Context: an optimization exercise on an open-source flow, tuned for small area and few clock cycles per item. The choices shown serve that exercise and are no tape-out recipe. Only simulation tests tie the RTL to the original design; equivalence was not proved.

== the previous run ==
==> flow/design.v <==
`timescale 1ns / 1ps
`default_nettype none
package aesk_pkg;
   localparam int unsigned KEY_WIDTH   = 128;
   localparam int unsigned ROUND_WIDTH = 4;
   localparam int unsigned RSP_WIDTH   = 136;
   localparam int unsigned RSP_PAD     = RSP_WIDTH - ROUND_WIDTH - KEY_WIDTH;
   localparam logic [ROUND_WIDTH-1:0] LAST_ROUND = 4'd10;
endpackage
`default_nettype wire
`timescale 1ns / 1ps
`default_nettype none
module aesk_sbox (
   input  wire logic [7:0] data_in,
   output logic      [7:0] data_out
);
   logic U0, U1, U2, U3, U4, U5, U6, U7;
   logic T1, T2, T3, T4, T5, T6, T7, T8, T9, T10;
   logic T11, T12, T13, T14, T15, T16, T17, T18, T19, T20;
   logic T21, T22, T23, T24, T25, T26, T27, M1, M2, M3;
   logic M4, M5, M6, M7, M8, M9, M10, M11, M12, M13;
   logic M14, M15, M16, M17, M18, M19, M20, M21, M22, M23;
   logic M24, M25, M26, M27, M28, M29, M30, M31, M32, M33;
   logic M34, M35, M36, M37, M38, M39, M40, M41, M42, M43;
   logic M44, M45, M46, M47, M48, M49, M50, M51, M52, M53;
   logic M54, M55, M56, M57, M58, M59, M60, M61, M62, M63;
   logic L0, L1, L2, L3, L4, L5, L6, L7, L8, L9;
   logic L10, L11, L12, L13, L14, L15, L16, L17, L18, L19;
   logic L20, L21, L22, L23, L24, L25, L26, L27, L28, L29;
   logic S0, S1, S2, S3, S4, S5, S6, S7;
   assign {U0, U1, U2, U3, U4, U5, U6, U7} = data_in;
   assign T1 = U0 ^ U3;
   assign T2 = U0 ^ U5;
   assign T3 = U0 ^ U6;
   assign T4 = U3 ^ U5;
   assign T5 = U4 ^ U6;
   assign T6 = T1 ^ T5;
   assign T7 = U1 ^ U2;
   assign T8 = U7 ^ T6;
   assign T9 = U7 ^ T7;
   assign T10 = T6 ^ T7;
   assign T11 = U1 ^ U5;
   assign T12 = U2 ^ U5;
   assign T13 = T3 ^ T4;
   assign T14 = T6 ^ T11;
   assign T15 = T5 ^ T11;
   assign T16 = T5 ^ T12;
   assign T17 = T9 ^ T16;
   assign T18 = U3 ^ U7;
   assign T19 = T7 ^ T18;
   assign T20 = T1 ^ T19;
   assign T21 = U6 ^ U7;
   assign T22 = T7 ^ T21;
   assign T23 = T2 ^ T22;
   assign T24 = T2 ^ T10;
   assign T25 = T20 ^ T17;
   assign T26 = T3 ^ T16;
   assign T27 = T1 ^ T12;
   assign M1 = T13 & T6;
   assign M2 = T23 & T8;
   assign M3 = T14 ^ M1;
   assign M4 = T19 & U7;
   assign M5 = M4 ^ M1;
   assign M6 = T3 & T16;
   assign M7 = T22 & T9;
   assign M8 = T26 ^ M6;
   assign M9 = T20 & T17;
   assign M10 = M9 ^ M6;
   assign M11 = T1 & T15;
   assign M12 = T4 & T27;
   assign M13 = M12 ^ M11;
   assign M14 = T2 & T10;
   assign M15 = M14 ^ M11;
   assign M16 = M3 ^ M2;
   assign M17 = M5 ^ T24;
   assign M18 = M8 ^ M7;
   assign M19 = M10 ^ M15;
   assign M20 = M16 ^ M13;
   assign M21 = M17 ^ M15;
   assign M22 = M18 ^ M13;
   assign M23 = M19 ^ T25;
   assign M24 = M22 ^ M23;
   assign M25 = M22 & M20;
   assign M26 = M21 ^ M25;
   assign M27 = M20 ^ M21;
   assign M28 = M23 ^ M25;
   assign M29 = M28 & M27;
   assign M30 = M26 & M24;
   assign M31 = M20 & M23;
   assign M32 = M27 & M31;
   assign M33 = M27 ^ M25;
   assign M34 = M21 & M22;
   assign M35 = M24 & M34;
   assign M36 = M24 ^ M25;
   assign M37 = M21 ^ M29;
   assign M38 = M32 ^ M33;
   assign M39 = M23 ^ M30;
   assign M40 = M35 ^ M36;
   assign M41 = M38 ^ M40;
   assign M42 = M37 ^ M39;
   assign M43 = M37 ^ M38;
   assign M44 = M39 ^ M40;
   assign M45 = M42 ^ M41;
   assign M46 = M44 & T6;
   assign M47 = M40 & T8;
   assign M48 = M39 & U7;
   assign M49 = M43 & T16;
   assign M50 = M38 & T9;
   assign M51 = M37 & T17;
   assign M52 = M42 & T15;
   assign M53 = M45 & T27;
   assign M54 = M41 & T10;
   assign M55 = M44 & T13;
   assign M56 = M40 & T23;
   assign M57 = M39 & T19;
   assign M58 = M43 & T3;
   assign M59 = M38 & T22;
   assign M60 = M37 & T20;
   assign M61 = M42 & T1;
   assign M62 = M45 & T4;
   assign M63 = M41 & T2;
   assign L0 = M61 ^ M62;
   assign L1 = M50 ^ M56;
   assign L2 = M46 ^ M48;
   assign L3 = M47 ^ M55;
   assign L4 = M54 ^ M58;
   assign L5 = M49 ^ M61;
   assign L6 = M62 ^ L5;
   assign L7 = M46 ^ L3;
   assign L8 = M51 ^ M59;
   assign L9 = M52 ^ M53;
   assign L10 = M53 ^ L4;
   assign L11 = M60 ^ L2;
   assign L12 = M48 ^ M51;
   assign L13 = M50 ^ L0;
   assign L14 = M52 ^ M61;
   assign L15 = M55 ^ L1;
   assign L16 = M56 ^ L0;
   assign L17 = M57 ^ L1;
   assign L18 = M58 ^ L8;
   assign L19 = M63 ^ L4;
   assign L20 = L0 ^ L1;
   assign L21 = L1 ^ L7;
   assign L22 = L3 ^ L12;
   assign L23 = L18 ^ L2;
   assign L24 = L15 ^ L9;
   assign L25 = L6 ^ L10;
   assign L26 = L7 ^ L9;
   assign L27 = L8 ^ L10;
   assign L28 = L11 ^ L14;
   assign L29 = L11 ^ L17;
   assign S0 = L6 ^ L24;
   assign S1 = ~(L16 ^ L26);
   assign S2 = ~(L19 ^ L28);
   assign S3 = L6 ^ L21;
   assign S4 = L20 ^ L22;
   assign S5 = L25 ^ L29;
   assign S6 = ~(L13 ^ L27);
   assign S7 = ~(L6 ^ L23);
   assign data_out = {S0, S1, S2, S3, S4, S5, S6, S7};
endmodule
`default_nettype wire
`timescale 1ns / 1ps
`default_nettype none
import aesk_pkg::*;
module aesk_ctrl (
   input  wire logic                              clock,
   input  wire logic                              reset,
   input  wire logic                              req_tvalid,
   output logic                                   req_tready,
   input  wire logic                              rsp_tready,
   output logic                                   rsp_tvalid,
   output logic                                   rsp_last,
   output logic [aesk_pkg::ROUND_WIDTH-1:0]       round,
   output logic                                   load_key,
   output logic                                   advance
);
   logic                   valid_ff;
   logic [ROUND_WIDTH-1:0] round_ff;
   logic                   last_taken;
   assign rsp_last   = round_ff[3] & round_ff[1];
   assign last_taken = rsp_tready & rsp_last;
   assign req_tready = !valid_ff || last_taken;
   assign load_key   = req_tvalid && req_tready;
   assign advance    = valid_ff && rsp_tready && !rsp_last;
   always_ff @(posedge clock) begin
      if (reset) begin
         valid_ff <= 1'b0;
      end else if (load_key) begin
         valid_ff <= 1'b1;
      end else if (last_taken) begin
         valid_ff <= 1'b0;
      end
   end
   always_ff @(posedge clock) begin
      if (load_key) begin
         round_ff <= '0;
      end else if (advance) begin
         round_ff <= round_ff + 4'd1;
      end
   end
   assign rsp_tvalid = valid_ff;
   assign round      = round_ff;
endmodule
`default_nettype wire
`timescale 1ns / 1ps
`default_nettype none
import aesk_pkg::*;
module aesk_datapath (
   input  wire logic                              clock,
   input  wire logic                              load_key,
   input  wire logic                              advance,
   input  wire logic [aesk_pkg::ROUND_WIDTH-1:0]  round,
   input  wire logic [aesk_pkg::KEY_WIDTH-1:0]    key_in,
   output logic      [aesk_pkg::KEY_WIDTH-1:0]    key_out
);
   logic [KEY_WIDTH-1:0] work_ff;
   logic [31:0]          sub_word;
   logic [7:0]           round_const;
   logic [31:0]          temp_word;
   logic [31:0]          w0_next;
   logic [31:0]          w1_next;
   logic [31:0]          w2_next;
   logic [31:0]          w3_next;
   aesk_sbox u_sbox3 (.data_in(work_ff[23:16]), .data_out(sub_word[31:24]));
   aesk_sbox u_sbox2 (.data_in(work_ff[15:8]),  .data_out(sub_word[23:16]));
   aesk_sbox u_sbox1 (.data_in(work_ff[7:0]),   .data_out(sub_word[15:8]));
   aesk_sbox u_sbox0 (.data_in(work_ff[31:24]), .data_out(sub_word[7:0]));
   logic [7:0] low_hot;
   logic       r8;
   logic       r9;
   assign low_hot = {7'd0, !round[3]} << round[2:0];
   assign r8      = round[3] & !round[0];
   assign r9      = round[3] & round[0];
   assign round_const = {low_hot[7], low_hot[6], low_hot[5] | r9, low_hot[4] | round[3],
                         low_hot[3] | r8, low_hot[2] | r9, low_hot[1] | round[3],
                         low_hot[0] | r8};
   assign temp_word = sub_word ^ {round_const, 24'h000000};
   assign w0_next   = work_ff[127:96] ^ temp_word;
   assign w1_next   = work_ff[95:64] ^ w0_next;
   assign w2_next   = work_ff[63:32] ^ w1_next;
   assign w3_next   = work_ff[31:0] ^ w2_next;
   logic hold;
   assign hold = !(load_key || advance);
   always_ff @(posedge clock) begin
      work_ff <= ({KEY_WIDTH{load_key}} & key_in)
               | ({KEY_WIDTH{advance}} & {w0_next, w1_next, w2_next, w3_next})
               | ({KEY_WIDTH{hold}} & work_ff);
   end
   assign key_out = work_ff;
endmodule
`default_nettype wire
`timescale 1ns / 1ps
`default_nettype none
import aesk_pkg::*;
module aes128_key_expansion (
   input  wire logic         clock,
   input  wire logic         reset,
   input  wire logic         req_tvalid,
   output logic              req_tready,
   input  wire logic [127:0] req_tdata,
   output logic              rsp_tvalid,
   input  wire logic         rsp_tready,
   output logic [135:0]      rsp_tdata,
   output logic              rsp_tlast
);
   logic [ROUND_WIDTH-1:0] rsp_round;
   logic [KEY_WIDTH-1:0]   rsp_key;
   logic                   load_key;
   logic                   advance;
   aesk_ctrl u_ctrl (
      .clock      (clock),
      .reset      (reset),
      .req_tvalid (req_tvalid),
      .req_tready (req_tready),
      .rsp_tready (rsp_tready),
      .rsp_tvalid (rsp_tvalid),
      .rsp_last   (rsp_tlast),
      .round      (rsp_round),
      .load_key   (load_key),
      .advance    (advance)
   );
   aesk_datapath u_datapath (
      .clock    (clock),
      .load_key (load_key),
      .advance  (advance),
      .round    (rsp_round),
      .key_in   ({req_tdata[63:0], req_tdata[127:64]}),
      .key_out  (rsp_key)
   );
   assign rsp_tdata = {{RSP_PAD{1'b0}}, rsp_key[63:0], rsp_key[127:64], rsp_round};
endmodule
`default_nettype wire
export LEC_CHECK = 0
export CAP_MARGIN = 20
export CORE_MARGIN = 2
export CORE_UTILIZATION = 40
export CTS_BUF_LIST = sky130_fd_sc_hd__clkbuf_4 sky130_fd_sc_hd__clkbuf_8
export SLEW_MARGIN = 20
create_clock -name core_clock -period 5.3 [get_ports {clock}]
standard.sh (not shown) runs the stock make flow with config.mk's settings and CLKGATE_MAP_FILE= SYNTH_SCRIPT=/design/flow/synth_recipe.tcl, a recipe that flattens the netlist after the stock synthesis.
==> flow/flow/run.sh <==
#!/bin/bash
# Own flow: the standard layout with two changes:
#  - synthesis: the abc technology-mapping step uses flow/abc_area_nf.script
#    instead of ORFS's speed script (front end, flip-flop mapping, flatten and
#    rename are the standard ones);
#  - placement: every port still gets a buffer, but buffer_ports uses the
#    1x buffer (sky130_fd_sc_hd__buf_1) rather than the cell it picks itself.
set -euo pipefail
W=$PWD
cat flow/abc_override.tcl synth_recipe.tcl > my_synth.tcl
sed "s#$W/synth_recipe.tcl#$W/my_synth.tcl#g" standard.sh > my_standard.sh
grep -q my_synth.tcl my_standard.sh
export MY_ABC_SCRIPT=$W/flow/abc_area_nf.script
export BUFFER_PORTS_ARGS="-buffer_cell sky130_fd_sc_hd__buf_1"
bash my_standard.sh synth > synth.log 2>&1
bash my_standard.sh finish > layout.log 2>&1
==> flow/flow/abc_area_nf.script <==
strash
&get -n
&dch -f
&nf -p -R 1000
&put
==> flow/flow/abc_override.tcl <==
# Prepended to synth_recipe.tcl: every liberty-mapping abc call uses an
# area-oriented mapping script (structural choices, then &nf area recovery)
# in place of ORFS's speed script. Registers are untouched (no -dff).
proc abc {args} {
  set i [lsearch -exact $args -script]
  if {$i >= 0} {
    set args [lreplace $args $i [expr {$i + 1}] -script $::env(MY_ABC_SCRIPT)]
  }
  yosys abc {*}$args
}
Testbench counts of the previous run, summed over its fixed seeds: cycles 5,640, items 512.
Input changes introduced in the current run (baseline for comparison: the previous run):
-- flow/design.v --
<<< the previous run, line 241
   assign w2_next   = work_ff[63:32] ^ w1_next;
   assign w3_next   = work_ff[31:0] ^ w2_next;
   logic hold;
   assign hold = !(load_key || advance);
   always_ff @(posedge clock) begin
      work_ff <= ({KEY_WIDTH{load_key}} & key_in)
               | ({KEY_WIDTH{advance}} & {w0_next, w1_next, w2_next, w3_next})
               | ({KEY_WIDTH{hold}} & work_ff);
   end
   assign key_out = work_ff;
>>> the current run, line 241
   assign w2_next   = work_ff[63:32] ^ w1_next;
   assign w3_next   = work_ff[31:0] ^ w2_next;
   always_ff @(posedge clock) begin
      if (load_key) begin
         work_ff <= key_in;
      end else if (advance) begin
         work_ff <= {w0_next, w1_next, w2_next, w3_next};
      end
   end
   assign key_out = work_ff;
--- outcome ---
The current run closes out successfully: all stages finished, all timing, DRC and antenna checks passed. | hold slack | higher: the current run |. Compared to the previous run, the current run has layout overhead on the synthesized area 4.1 points higher. NOTE via count the previous run->the current run decreased by a few percent. Minimum setup slack in the final design: the current run lower than the previous run. [diff] setup slack of the most critical reg-to-reg path, the current run relative to the previous run: regression. A capture point of the worst path of u_datapath.work_ff[22] is what the previous run shows, while u_datapath.work_ff[18] belongs to the current run. Compared with the previous run, the current run shows combined area of the multi-input logic cells that has gone down by a few percent. Instance count of the mapped netlist: the current run lower than the previous run. Looking only at sum of buffers and inverters on the critical path, and setting everything else aside, the lower value of the previous run and the current run goes to the previous run. For worst clock skew on the final layout, the current run and the previous run come out practically identical. When the current run is set beside the previous run, its synthesized area per cell turns out to be about 10% larger. Compared with the previous run, the current run shows a sequential share of layout area that is 7.0 points higher.
Testbench counts of the current run, summed over its fixed seeds: cycles 5,640, items 512.

trial 57:
RTL: the design.v shown in full above, as it stands there.
export LEC_CHECK = 0
export CAP_MARGIN = 20
export CORE_MARGIN = 2
export CORE_UTILIZATION = 40
export CTS_BUF_LIST = sky130_fd_sc_hd__clkbuf_4 sky130_fd_sc_hd__clkbuf_8
export SLEW_MARGIN = 20
create_clock -name core_clock -period 5.3 [get_ports {clock}]
==> flow/flow/run.sh <==
#!/bin/bash
# Own flow: the standard layout with these changes:
#  - synthesis: the abc technology-mapping step uses flow/abc_area_nf.script
#    instead of ORFS's speed script (front end, flip-flop mapping, flatten and
#    rename are the standard ones);
#  - placement: every port still gets a buffer, but buffer_ports uses the
#    1x buffer (sky130_fd_sc_hd__buf_1) rather than the cell it picks itself;
#  - clock tree: clkbuf_4/clkbuf_8 only, larger sink clusters and no dummy
#    balancing loads;
#  - the resizer does not use the 4x buffer (flow/no_buf4.tcl, sourced at the
#    start of each OpenROAD step).
# Each tool's output goes to a log of its own: synth.log, layout.log, and
# ORFS's per-step logs under orfs/logs/.
set -euo pipefail
W=$PWD
cat flow/abc_override.tcl synth_recipe.tcl > my_synth.tcl
sed "s#$W/synth_recipe.tcl#$W/my_synth.tcl#g" standard.sh > my_standard.sh
grep -q my_synth.tcl my_standard.sh
export MY_ABC_SCRIPT=$W/flow/abc_area_nf.script
export BUFFER_PORTS_ARGS="-buffer_cell sky130_fd_sc_hd__buf_1"
export CTS_ARGS="-sink_clustering_enable -repair_clock_nets -dont_use_dummy_load -sink_clustering_size 30 -sink_clustering_max_diameter 80 -buf_list {sky130_fd_sc_hd__clkbuf_4 sky130_fd_sc_hd__clkbuf_8}"
bash my_standard.sh synth > synth.log 2>&1
for step in FLOORPLAN GLOBAL_PLACE RESIZE REPAIR_TIMING_POST_PLACE DETAIL_PLACE CTS GLOBAL_ROUTE DETAIL_ROUTE; do
  export PRE_${step}_TCL=$W/flow/no_buf4.tcl
done
bash my_standard.sh finish > layout.log 2>&1
==> flow/flow/abc_area_nf.script <==
strash
&get -n
&dch -f
&nf -p -R 50
&put
==> flow/flow/no_buf4.tcl <==
# Keep the resizer from using the 4x buffer for its own buffering (port
# buffers are set separately); smaller buffers are still available.
set_dont_use sky130_fd_sc_hd__buf_4
Scripts as last shown in full above: flow/flow/abc_override.tcl
Testbench counts of trial 57, summed over its fixed seeds: cycles 5,640, items 512.
Relative to trial 57, the following input files were edited for trial 55:
--- a/flow/design.v
+++ b/flow/design.v
@@ -235,12 +235,16 @@
    assign round_const = {low_hot[7], low_hot[6], low_hot[5] | r9, low_hot[4] | round[3],
                          low_hot[3] | r8, low_hot[2] | r9, low_hot[1] | round[3],
                          low_hot[0] | r8};
    assign temp_word = sub_word ^ {round_const, 24'h000000};
+   logic [31:0] w01;
+   logic [31:0] w23;
+   assign w01       = work_ff[127:96] ^ work_ff[95:64];
+   assign w23       = work_ff[63:32] ^ work_ff[31:0];
    assign w0_next   = work_ff[127:96] ^ temp_word;
-   assign w1_next   = work_ff[95:64] ^ w0_next;
+   assign w1_next   = w01 ^ temp_word;
    assign w2_next   = work_ff[63:32] ^ w1_next;
-   assign w3_next   = work_ff[31:0] ^ w2_next;
+   assign w3_next   = w23 ^ w1_next;
    logic hold;
    assign hold = !(load_key || advance);
    always_ff @(posedge clock) begin
       work_ff <= ({KEY_WIDTH{load_key}} & key_in)
Results
Between trial 55 and trial 57, it is trial 55 whose ratio of routed vias to standard cells is lower, by 1.4%. In the tables for trial 57 and trial 55, die footprint reads lower with trial 57. Trial 55 ends up with lower final weighted congestion in routability-driven placement than trial 57 does. Looking at wire length, trial 55 sits 0.47% below trial 57. Total number of multi-input combinational cells, trial 57 and trial 55, lower one = trial 57. Trial 55: final cell count without fillers higher than trial 57. The more densely filled core belongs to trial 57, not trial 55. The clock input transition at the sequential cells of the worst setup and hold paths of trial 55 and that of trial 57 are within noise of each other. Cmp trial 55 vs trial 57: worst endpoint data arrival time lower in trial 55. Status: wire length on met2 parity (trial 57, trial 55). DRC marker count from the first detailed-route iteration delta (trial 55 − trial 57): unfavourable. Area of the mapped netlist, trial 57 and trial 55, higher one = trial 55. Comparing met3 wirelength from detailed routing for trial 57 and trial 55, the smaller number came from trial 55.
Testbench counts of trial 55, summed over its fixed seeds: cycles 5,640, items 512.

==> static timing again, ports no longer ideal <==
Ports are ideal in the flow. The routed layouts listed here were re-timed in OpenROAD.
Step 1 sets driving cells, clkbuf_16 on the clock port and buf_2 on the other inputs (assumed; they add their load-dependent delay and slew).
Step 2 adds t to the input delays and takes it off the output delays; t is the mean of the earliest and latest rising clock arrival at the registers after step 1. Input paths then give back, and output paths get back, about the clock's delay inside the block.
Three values: ideal ports, drivers, drivers and shift; two values: the first two.
| run | shift t [ns] | setup WS [ns] | worst hold slack (ns) | worst setup path after step 2 |
|---|---|---|---|---|
| the previous run | 0.496 | 0.149 / 0.149 / 0.149 | 0.464 / 0.464 / 0.464 | register to register |
| the current run | 0.489 | 0.106 / 0.106 / 0.106 | 0.622 / 0.622 / 0.622 | register to register |
| trial 57 | 0.481 | 0.302 / 0.302 / 0.302 | 0.476 / 0.476 / 0.476 | register to register |
| trial 55 | 0.467 | 0.378 / 0.378 / 0.378 | 0.461 / 0.461 / 0.461 | register to register |
After both steps every run listed still meets setup and hold.
